What follows belongs to an exercise in optimizing a design on an open flow for small area, a short achievable clock period and few clock cycles per item; a production flow would make more cautious choices.
The RTL was checked by simulation tests, not by an equivalence proof against the original design.

Setup of main:
// block_quantizer
module block_quantizer (
	input  logic        clk,
	input  logic        arst_n,
	input  logic [95:0] in_row,
	input  logic        in_valid,
	output logic        in_ready,
	output logic [96:0] out_beat,
	output logic        out_valid,
	input  logic        out_ready
);
	logic go;
	logic c1, c2, e1;
	logic rdy, ovl;
	logic c1_n, c2_n;
	logic push, pop;
	logic [2:0] row_cnt;
	assign go = !c2;
	assign in_ready = rdy;
	always_ff @(posedge clk or negedge arst_n)
	begin
		if (!arst_n)
			row_cnt <= '0;
		else if (in_valid && go)
			row_cnt <= row_cnt + 3'd1;
	end
	logic v0;
	logic [2:0] r0;
	logic [95:0] x0;
	always_ff @(posedge clk or negedge arst_n)
	begin
		if (!arst_n)
			v0 <= 1'b0;
		else if (go)
			v0 <= in_valid;
	end
	always_ff @(posedge clk)
	begin
		if (go)
		begin
			x0 <= in_row;
			r0 <= row_cnt;
		end
	end
	logic [8:0] q0;
	qlane0 i_lane0 (.r(r0), .x(x0[11:0]), .q(q0));
	logic [8:0] q1;
	qlane1 i_lane1 (.r(r0), .x(x0[23:12]), .q(q1));
	logic [8:0] q2;
	qlane2 i_lane2 (.r(r0), .x(x0[35:24]), .q(q2));
	logic [8:0] q3;
	qlane3 i_lane3 (.r(r0), .x(x0[47:36]), .q(q3));
	logic [8:0] q4;
	qlane4 i_lane4 (.r(r0), .x(x0[59:48]), .q(q4));
	logic [8:0] q5;
  ...
==> module block_quantizer, before the edit <==
module block_quantizer (
	input  logic        clk,
	input  logic        arst_n,
	input  logic [95:0] in_row,
	input  logic        in_valid,
	output logic        in_ready,
	output logic [96:0] out_beat,
	output logic        out_valid,
	input  logic        out_ready
);
	logic go;
	logic c1, c2, e1;
	logic rdy, ovl;
	logic c1_n, c2_n;
	logic push, pop;
	logic [2:0] row_cnt;
	assign go = !c2;
	assign in_ready = rdy;
	always_ff @(posedge clk or negedge arst_n)
	begin
		if (!arst_n)
			row_cnt <= '0;
		else if (in_valid && go)
			row_cnt <= row_cnt + 3'd1;
	end
	logic v0;
	logic [2:0] r0;
	logic [95:0] x0;
	always_ff @(posedge clk or negedge arst_n)
	begin
		if (!arst_n)
			v0 <= 1'b0;
		else if (go)
			v0 <= in_valid;
	end
	always_ff @(posedge clk)
	begin
		if (go)
		begin
			x0 <= in_row;
			r0 <= row_cnt;
		end
	end
	logic [8:0] q0;
	qlane0 i_lane0 (.r(r0), .x(x0[11:0]), .q(q0));
	logic [8:0] q1;
	qlane1 i_lane1 (.r(r0), .x(x0[23:12]), .q(q1));
	logic [8:0] q2;
	qlane2 i_lane2 (.r(r0), .x(x0[35:24]), .q(q2));
	logic [8:0] q3;
	qlane3 i_lane3 (.r(r0), .x(x0[47:36]), .q(q3));
	logic [8:0] q4;
	qlane4 i_lane4 (.r(r0), .x(x0[59:48]), .q(q4));
	logic [8:0] q5;
	qlane5 i_lane5 (.r(r0), .x(x0[71:60]), .q(q5));
	logic [8:0] q6;
	qlane6 i_lane6 (.r(r0), .x(x0[83:72]), .q(q6));
	logic [8:0] q7;
	qlane7 i_lane7 (.r(r0), .x(x0[95:84]), .q(q7));
	logic [64:0] res;
	assign res = {q7[6:0], q6[6:0], q5[6:0], q4[7:0], q3[7:0], q2[8:0], q1[8:0], q0[8:0], (r0 == 3'd7)};
	assign push = go && v0;
	assign pop = c1 && out_ready;
	logic [64:0] ob;
	logic [64:0] sk;
	always_ff @(posedge clk or negedge arst_n)
	begin
		if (!arst_n)
		begin
			e1 <= 1'b1;
			c2 <= 1'b0;
		end
		else
		begin
			e1 <= !c1_n;
			c2 <= c2_n;
		end
	end
	assign c1 = !e1;
	assign c1_n = push || c2 || (c1 && !pop);
	assign c2_n = (c1 && push && !pop) || (c2 && !pop);
	always_ff @(posedge clk or negedge arst_n)
	begin
		if (!arst_n)
		begin
			rdy <= 1'b1;
			ovl <= 1'b0;
		end
		else
		begin
			rdy <= !c2_n;
			ovl <= c1_n;
		end
	end
	logic [7:0] obn;
	always_ff @(posedge clk)
	begin
		if (out_ready || !c1)
		begin
			ob <= c2 ? sk : res;
			obn <= ~(c2 ? sgn_sk : sgn_res);
		end
		if (c1 && !c2)
			sk <= res;
	end
	assign out_valid = ovl;
	logic [7:0] sgn_sk, sgn_res;
	assign sgn_sk = {sk[64], sk[57], sk[50], sk[43], sk[35], sk[27], sk[18], sk[9]};
	assign sgn_res = {res[64], res[57], res[50], res[43], res[35], res[27], res[18], res[9]};
	assign out_beat = {{{3{~obn[7]}}, {2{ob[64]}}, ob[64:58]}, {{3{~obn[6]}}, {2{ob[57]}}, ob[57:51]}, {{3{~obn[5]}}, {2{ob[50]}}, ob[50:44]}, {{2{~obn[4]}}, {2{ob[43]}}, ob[43:36]}, {{2{~obn[3]}}, {2{ob[35]}}, ob[35:28]}, {{2{~obn[2]}}, {1{ob[27]}}, ob[27:19]}, {{2{~obn[1]}}, {1{ob[18]}}, ob[18:10]}, {{2{~obn[0]}}, {1{ob[9]}}, ob[9:1]}, ob[0]};
endmodule
Settings: LEC_CHECK=0, ABC_AREA=1, CAP_MARGIN=20, CORE_MARGIN=2, CORE_UTILIZATION=60, SLEW_MARGIN=20, SETUP_SLACK_MARGIN=17.8; clock period 24.0 ns.
standard.sh (not shown) runs the stock make flow with config.mk's settings and CLKGATE_MAP_FILE= SYNTH_SCRIPT=/design/flow/synth_recipe.tcl, a recipe that flattens the netlist after the stock synthesis.
==> flow/flow/run.sh <==
#!/bin/bash
# The standard layout (standard synthesis included), with two changes:
#  - after synthesis, flow/polarity.py removes inverters around full adders
#    (full adders are self-dual, so inverting all three inputs inverts both
#    outputs); flip-flops and the function are unchanged;
#  - ORFS's repair_timing is asked to leave extra setup slack, so that the
#    achieved period shrinks. The SDC is the standard flow's.
set -e
cd "$(dirname "$0")/.."
W=$PWD
R=$W/orfs/results/sky130hd/block_quantizer/base
echo "export SETUP_SLACK_MARGIN = 17.8" >> config.mk
bash standard.sh $R/1_2_yosys.v > synth.log 2>&1
cp $R/1_2_yosys.v $W/1_2_yosys.standard.v
python3 flow/polarity.py $W/1_2_yosys.standard.v $R/1_2_yosys.v > polarity.log 2>&1
bash standard.sh > standard.log 2>&1
Other scripts of this flow, unchanged in this note and not shown: flow/flow/polarity.py
Testbench counts of main, summed over its fixed seeds: cycles 8,208, rows 8,192.
## Diff of input files: the feature branch against main
diff --git a/flow/design.v b/flow/design.v
--- a/flow/design.v
+++ b/flow/design.v
@@ -2513,20 +2513,13 @@
 			ovl <= c1_n;
 		end
 	end
-	logic [7:0] obn;
 	always_ff @(posedge clk)
 	begin
 		if (out_ready || !c1)
-		begin
 			ob <= c2 ? sk : res;
-			obn <= ~(c2 ? sgn_sk : sgn_res);
-		end
 		if (c1 && !c2)
 			sk <= res;
 	end
 	assign out_valid = ovl;
-	logic [7:0] sgn_sk, sgn_res;
-	assign sgn_sk = {sk[64], sk[57], sk[50], sk[43], sk[35], sk[27], sk[18], sk[9]};
-	assign sgn_res = {res[64], res[57], res[50], res[43], res[35], res[27], res[18], res[9]};
-	assign out_beat = {{{3{~obn[7]}}, {2{ob[64]}}, ob[64:58]}, {{3{~obn[6]}}, {2{ob[57]}}, ob[57:51]}, {{3{~obn[5]}}, {2{ob[50]}}, ob[50:44]}, {{2{~obn[4]}}, {2{ob[43]}}, ob[43:36]}, {{2{~obn[3]}}, {2{ob[35]}}, ob[35:28]}, {{2{~obn[2]}}, {1{ob[27]}}, ob[27:19]}, {{2{~obn[1]}}, {1{ob[18]}}, ob[18:10]}, {{2{~obn[0]}}, {1{ob[9]}}, ob[9:1]}, ob[0]};
+	assign out_beat = {{5{ob[64]}}, ob[64:58], {5{ob[57]}}, ob[57:51], {5{ob[50]}}, ob[50:44], {4{ob[43]}}, ob[43:36], {4{ob[35]}}, ob[35:28], {3{ob[27]}}, ob[27:19], {3{ob[18]}}, ob[18:10], {3{ob[9]}}, ob[9:1], ob[0]};
 endmodule
## What came out
- Looking at design area, the feature branch sits 1100 um^2 below main.
- Summary — final setup slack of the worst path, the feature branch relative to main: lower, by 0.030 ns.
- Number of signal-net buffers in the layout was lower in the run labelled the feature branch.
- Delta(share of final-layout standard cells stronger than drive strength 1, the feature branch - main) < 0
- Summary of the feature branch over main: wire length fell 5.8%; clock buffer count in the final layout climbed about 19%.
- The feature branch does worse than main on maximum clock frequency.
Testbench counts of the feature branch, summed over its fixed seeds: cycles 8,208, rows 8,192.

==> port drivers added, routing unchanged <==
How much do the figures lean on ideal ports? The routed layouts below were timed once more, with nothing changed but the port constraints.
Step 1 sets driving cells, clkbuf_16 on the clock port and buf_2 on the other inputs (assumed; they add their load-dependent delay and slew).
Step 2, shift: input delay + t, output delay - t, t = (earliest + latest rising clock arrival at the registers) / 2. This alone moves slack from input paths to output paths.
Slacks: ideal / step 1 / step 2; pairs: ideal / step 1.
run	shift t [ns]	slack for setup (ns)	worst register clock-pin slew, ns	cell pins on the clock port's net
main	0.659	17.796 / 17.734 / 17.515	0.08 / 0.08	1
the feature branch	0.637	17.766 / 17.701 / 17.301	0.08 / 0.08	1
After both steps setup and hold are still met in every run listed. For the feature branch, which loses most, drivers alone change the setup slack by -0.065 ns; drivers and shift together by -0.465 ns.
